This design comes from an exercise in tuning for a short achievable clock period and few clock cycles per item on the open sky130 flow, not from production work.
Where RTL was checked, it was by simulation tests only, not by an equivalence proof against the original.
Power and IR drop assume default switching activity.

lagoon:
==> flow/design.v <==
package pipe_pkg;
    typedef enum logic [1:0] {
        IDLE  = 2'd0,
        FILL  = 2'd1,
        WRITE = 2'd2
    } dc_state_t;
    localparam logic [1:0] MEM_LOAD  = 2'b01;
    localparam logic [1:0] MEM_STORE = 2'b10;
    function automatic integer off_bits(input integer words);
        off_bits = $clog2(words);
    endfunction
    function automatic integer idx_bits(input integer lines);
        idx_bits = $clog2(lines);
    endfunction
    function automatic integer tag_bits(input integer lines, input integer words);
        tag_bits = 30 - $clog2(lines) - $clog2(words);
    endfunction
endpackage
module dcache_array #(
    parameter int LINES = 16,
    parameter int WORDS = 4
) (
    input  logic                                clk,
    input  logic                                rst,
    input  logic [29:0]                         rd_addr,
    output logic                                rd_match,
    output logic                                rd_present,
    output logic                                rd_fip,
    output logic [31:0]                         rd_data,
    input  logic [29:0]                         wr_addr,
    input  logic                                st_en,
    input  logic [31:0]                         st_data,
    input  logic                                al_en,
    input  logic                                fl_en,
    input  logic [29:0]                         fl_addr,
    input  logic [31:0]                         fl_data,
    input  logic                                fl_last
);
    localparam int OB = pipe_pkg::off_bits(WORDS);
    localparam int IB = pipe_pkg::idx_bits(LINES);
    localparam int TB = pipe_pkg::tag_bits(LINES, WORDS);
    localparam int NW = LINES * WORDS;
    logic [31:0]      data_mem [0:NW-1];
    logic [TB-1:0]    tag_mem  [0:LINES-1];
    logic [LINES-1:0] valid;
    logic [NW-1:0]    wv;
    logic [LINES-1:0] fip;
    logic [IB+OB-1:0] rw;
    logic [IB-1:0]    ri;
    logic [TB-1:0]    rt;
    logic [IB+OB-1:0] ww;
    logic [IB-1:0]    wi;
    logic [IB+OB-1:0] fw;
    logic [IB-1:0]    fi;
    logic [LINES-1:0] lmatch;
    logic [NW-1:0]    rsel;
    assign rw = rd_addr[IB+OB-1:0];
    assign ri = rd_addr[IB+OB-1:OB];
    assign rt = rd_addr[29:IB+OB];
    assign ww = wr_addr[IB+OB-1:0];
    assign wi = wr_addr[IB+OB-1:OB];
    assign fw = fl_addr[IB+OB-1:0];
    assign fi = fl_addr[IB+OB-1:OB];
    always_comb begin
        for (int l = 0; l < LINES; l++) begin
            lmatch[l] = valid[l] & (tag_mem[l] == rt);
        end
        for (int w = 0; w < NW; w++) begin
            rsel[w] = (rw == (IB+OB)'(w));
        end
        rd_data = '0;
        for (int w = 0; w < NW; w++) begin
            rd_data = rd_data | ({32{rsel[w]}} & data_mem[w]);
        end
    end
    assign rd_match   = lmatch[ri];
    assign rd_present = wv[rw];
    assign rd_fip     = fip[ri] & ~(fl_en & fl_last & (fi == ri));
    always_ff @(posedge clk) begin
        for (int w = 0; w < NW; w++) begin
            if (st_en && ww == (IB+OB)'(w)) begin
                data_mem[w] <= st_data;
            end else if (fl_en && fw == (IB+OB)'(w) && !wv[w]) begin
                data_mem[w] <= fl_data;
            end
        end
        for (int l = 0; l < LINES; l++) begin
            if (al_en && wi == IB'(l)) begin
                tag_mem[l] <= wr_addr[29:IB+OB];
            end
        end
    end
    always_ff @(posedge clk) begin
        if (rst) begin
            valid <= '0;
            fip   <= '0;
            wv    <= '0;
        end else begin
            for (int w = 0; w < NW; w++) begin
                if ((st_en && ww == (IB+OB)'(w)) || (fl_en && fw == (IB+OB)'(w))) begin
                    wv[w] <= 1'b1;
                end else if (al_en && wi == IB'(w / WORDS)) begin
                    wv[w] <= 1'b0;
                end
            end
            for (int l = 0; l < LINES; l++) begin
                if (al_en && wi == IB'(l)) begin
                    valid[l] <= 1'b1;
                    fip[l]   <= 1'b1;
                end else if (fl_en && fl_last && fi == IB'(l)) begin
                    fip[l] <= 1'b0;
                end
            end
        end
    end
endmodule
module dcache_ctrl #(
    parameter int LINES = 16,
    parameter int WORDS = 4
) (
    input  logic        clk,
    input  logic        rst,
    input  logic        req_valid,
    input  logic        req_we,
    input  logic [31:0] req_addr,
    input  logic [31:0] req_wdata,
    output logic [31:0] rdata,
    output logic        busy,
    output logic        mem_req,
    output logic        mem_we,
    output logic [31:0] mem_addr,
    output logic [31:0] mem_wdata,
    input  logic        mem_ack,
    input  logic [31:0] mem_rdata
);
    localparam int OB = pipe_pkg::off_bits(WORDS);
    localparam int QD = 4;                     
    localparam int QB = $clog2(QD);
    localparam logic [OB-1:0] LAST = OB'(WORDS - 1);
    logic        busy_r;
    logic [31:0] rdata_r;
    logic        wait_fill;                    
    logic        arr_match;
    logic        arr_present;
    logic        arr_fip;
    logic [31:0] arr_data;
    logic        undecided;
    logic        fwd;
    logic        load_dec;
    logic        load_miss;
    logic        store_dec;
    logic        q_space;
    logic        rq_we;
    logic [29:0] rq_addr;
    logic [31:0] rq_wdata;
    logic        st_d;                         
    logic        al_d;                         
    logic        op_d;                         
    logic        mreq;
    logic        mwe;
    logic [29:0] maddr;
    logic [31:0] mwdata;
    logic        beat;
    logic        beat_fill;
    logic        cont_fill;
    logic        adv;
    logic          q_fill [0:QD-1];
    logic [29:0]   q_addr [0:QD-1];
    logic [31:0]   q_data [0:QD-1];
    logic [QB-1:0] q_rp;
    logic [QB-1:0] q_wp;
    logic [QB:0]   q_cnt;
    logic          q_empty;
    logic          take_q;
    logic          take_d;
    logic          push;
    logic [29:0]   op_addr;
    assign undecided = req_valid & busy_r;
    assign beat      = mreq & mem_ack;
    assign beat_fill = beat & ~mwe;
    assign cont_fill = beat_fill & (maddr[OB-1:0] != LAST);
    assign fwd       = beat_fill & (maddr == req_addr[31:2]);
    assign q_empty = (q_cnt == '0);
    assign q_space = (q_cnt != (QB+1)'(QD));
    assign load_dec  = undecided & ~req_we & (wait_fill ? fwd : (arr_match & (arr_present | fwd)));
    assign load_miss = undecided & ~req_we & ~wait_fill & ~arr_match & ~arr_fip & q_space;
    assign store_dec = undecided & req_we & q_space;
    dcache_array #(
        .LINES(LINES),
        .WORDS(WORDS)
    ) u_array (
        .clk       (clk),
        .rst       (rst),
        .rd_addr   (req_addr[31:2]),
        .rd_match  (arr_match),
        .rd_present(arr_present),
        .rd_fip    (arr_fip),
        .rd_data   (arr_data),
        .wr_addr   (rq_addr),
        .st_en     (st_d),
        .st_data   (rq_wdata),
        .al_en     (al_d),
        .fl_en     (beat_fill),
        .fl_addr   (maddr),
        .fl_data   (mem_rdata),
        .fl_last   (~cont_fill)
    );
    always_ff @(posedge clk) begin
        if (rst) begin
            busy_r    <= 1'b1;
            wait_fill <= 1'b0;
            st_d      <= 1'b0;
            al_d      <= 1'b0;
            op_d      <= 1'b0;
        end else begin
            busy_r    <= ~(load_dec | store_dec);
            wait_fill <= (wait_fill | load_miss) & ~load_dec;
            st_d      <= store_dec & arr_match;
            al_d      <= load_miss;
            op_d      <= store_dec | load_miss;
        end
        rdata_r  <= (wait_fill | ~arr_present) ? mem_rdata : arr_data;
        rq_we    <= req_we;
        rq_addr  <= req_addr[31:2];
        rq_wdata <= req_wdata;
    end
    assign busy  = busy_r;
    assign rdata = rdata_r;
    assign op_addr = rq_we ? rq_addr : {rq_addr[29:OB], OB'(0)};
    assign adv     = ~mreq | (beat & ~cont_fill);
    assign take_q  = adv & ~q_empty;
    assign take_d  = adv & q_empty & op_d;
    assign push    = op_d & ~take_d;
    always_ff @(posedge clk) begin
        if (rst) begin
            mreq  <= 1'b0;
            q_rp  <= '0;
            q_wp  <= '0;
            q_cnt <= '0;
        end else begin
            if (cont_fill) begin
                maddr[OB-1:0] <= maddr[OB-1:0] + 1'b1;
            end else if (take_q) begin
                mreq   <= 1'b1;
                mwe    <= ~q_fill[q_rp];
                maddr  <= q_addr[q_rp];
                mwdata <= q_data[q_rp];
            end else if (take_d) begin
                mreq   <= 1'b1;
                mwe    <= rq_we;
                maddr  <= op_addr;
                mwdata <= rq_wdata;
            end else if (adv) begin
                mreq   <= 1'b0;
            end
            if (push) begin
                q_fill[q_wp] <= ~rq_we;
                q_addr[q_wp] <= op_addr;
                q_data[q_wp] <= rq_wdata;
                q_wp         <= q_wp + 1'b1;
            end
            if (take_q) begin
                q_rp <= q_rp + 1'b1;
            end
            q_cnt <= q_cnt + (QB+1)'(push) - (QB+1)'(take_q);
        end
    end
    assign mem_req   = mreq;
    assign mem_we    = mwe;
    assign mem_addr  = {maddr, 2'b00};
    assign mem_wdata = mwdata;
endmodule
clock: 8.0 ns
lec_check: 0
abc_clock_period_in_ps: 2500
cap_margin: 20
core_margin: 2
core_utilization: 40
setup_slack_margin: 5
slew_margin: 20
tns_end_percent: 5
run.sh (not shown) runs the stock make flow with config.mk's settings and CLKGATE_MAP_FILE= SYNTH_SCRIPT=/design/flow/synth_recipe.tcl, a recipe that flattens the netlist after the stock synthesis.
What umber does differently from lagoon at the input level:
--- a/flow/design.v
+++ b/flow/design.v
@@ -80,7 +80,7 @@
         for (int w = 0; w < NW; w++) begin
             if (st_en && ww == (IB+OB)'(w)) begin
                 data_mem[w] <= st_data;
-            end else if (fl_en && fw == (IB+OB)'(w) && !wv[w]) begin
+            end else if (fl_en && fw == (IB+OB)'(w) && (!wv[w] || (al_en && wi == fi))) begin
                 data_mem[w] <= fl_data;
             end
         end
@@ -173,6 +173,8 @@
     logic          q_empty;
     logic          take_q;
     logic          take_d;
+    logic          take_in;
+    logic          in_d;                       
     logic          push;
     logic [29:0]   op_addr;
     assign undecided = req_valid & busy_r;
@@ -229,15 +231,18 @@
     assign op_addr = rq_we ? rq_addr : {rq_addr[29:OB], OB'(0)};
     assign adv     = ~mreq | (beat & ~cont_fill);
     assign take_q  = adv & ~q_empty;
-    assign take_d  = adv & q_empty & op_d;
-    assign push    = op_d & ~take_d;
+    assign take_d  = adv & q_empty & op_d & ~in_d;
+    assign take_in = adv & q_empty & ~(op_d & ~in_d) & (store_dec | load_miss);
+    assign push    = op_d & ~in_d & ~take_d;
     always_ff @(posedge clk) begin
         if (rst) begin
             mreq  <= 1'b0;
             q_rp  <= '0;
             q_wp  <= '0;
             q_cnt <= '0;
+            in_d  <= 1'b0;
         end else begin
+            in_d  <= take_in;
             if (cont_fill) begin
                 maddr[OB-1:0] <= maddr[OB-1:0] + 1'b1;
             end else if (take_q) begin
@@ -250,6 +255,11 @@
                 mwe    <= rq_we;
                 maddr  <= op_addr;
                 mwdata <= rq_wdata;
+            end else if (take_in) begin
+                mreq   <= 1'b1;
+                mwe    <= req_we;
+                maddr  <= req_we ? req_addr[31:2] : {req_addr[31:OB+2], OB'(0)};
+                mwdata <= req_wdata;
             end else if (adv) begin
                 mreq   <= 1'b0;
             end
Notes after the runs:
- Delta (umber minus lagoon): core utilization decreased 0.55 points, routed wire length decreased about 7%, growth of design area from synthesis to finish decreased 1.6 points, total power decreased 0.95 mW, via count decreased 4667.
- Vertical die dimension of lagoon is on par with umber.
- sky130_fd_sc_hd__buf_4 as the library cell contributing the largest single delay on the critical path was reported by lagoon, and sky130_fd_sc_hd__nor2_1 by umber.
- Via count of the first global-routing pass (umber over lagoon): decrease, about 2.3%
- Against lagoon as the reference, umber delivers a higher combinational power.
- Re proportion of power drawn by the clock network: umber and lagoon aren't equal, and the lower value belongs to umber.
- Compare umber and lagoon | clock-buffer cell count higher: umber
- Compared to lagoon, umber has count of filler cells inserted in the layout 335 higher.
- Between umber and lagoon, the count of non-CTS buffers in the layout does not differ in any meaningful way.
Testbench counts of umber, summed over its fixed seeds: cycles 53,649, items 12,000.
For lagoon, only the layout was checked, not whether the RTL still works.

==> static timing again, ports no longer ideal <==
How much do the figures lean on ideal ports? The routed layouts below were timed once more, with nothing changed but the port constraints. Step 1 (the two cells are an assumption about what drives the block):
set clk [get_ports {clk}]
set_driving_cell -lib_cell sky130_fd_sc_hd__clkbuf_16 $clk
set_driving_cell -lib_cell sky130_fd_sc_hd__buf_2 [delete_from_list [all_inputs] $clk]
Step 2 adds t to the input delays and takes it off the output delays; t is the mean of the earliest and latest rising clock arrival at the registers after step 1. Input paths then give back, and output paths get back, about the clock's delay inside the block. a / b / c = no drivers / after step 1 / after step 2; a / b = the first two.
run | shift t [ns] | setup slack, ns | hold WS [ns] | worst setup path after step 2 | pins driven straight from the clock port
lagoon | 1.089 | 4.420 / 4.419 / 3.456 | 0.439 / 0.439 / 0.439 | input to register | 1
umber | 1.075 | 4.223 / 4.222 / 3.154 | 0.431 / 0.431 / 0.431 | input to register | 1
After both steps setup and hold are still met in every run listed. The setup slack of umber, which loses most, moves by -0.001 ns with the drivers and by -1.069 ns with both steps.
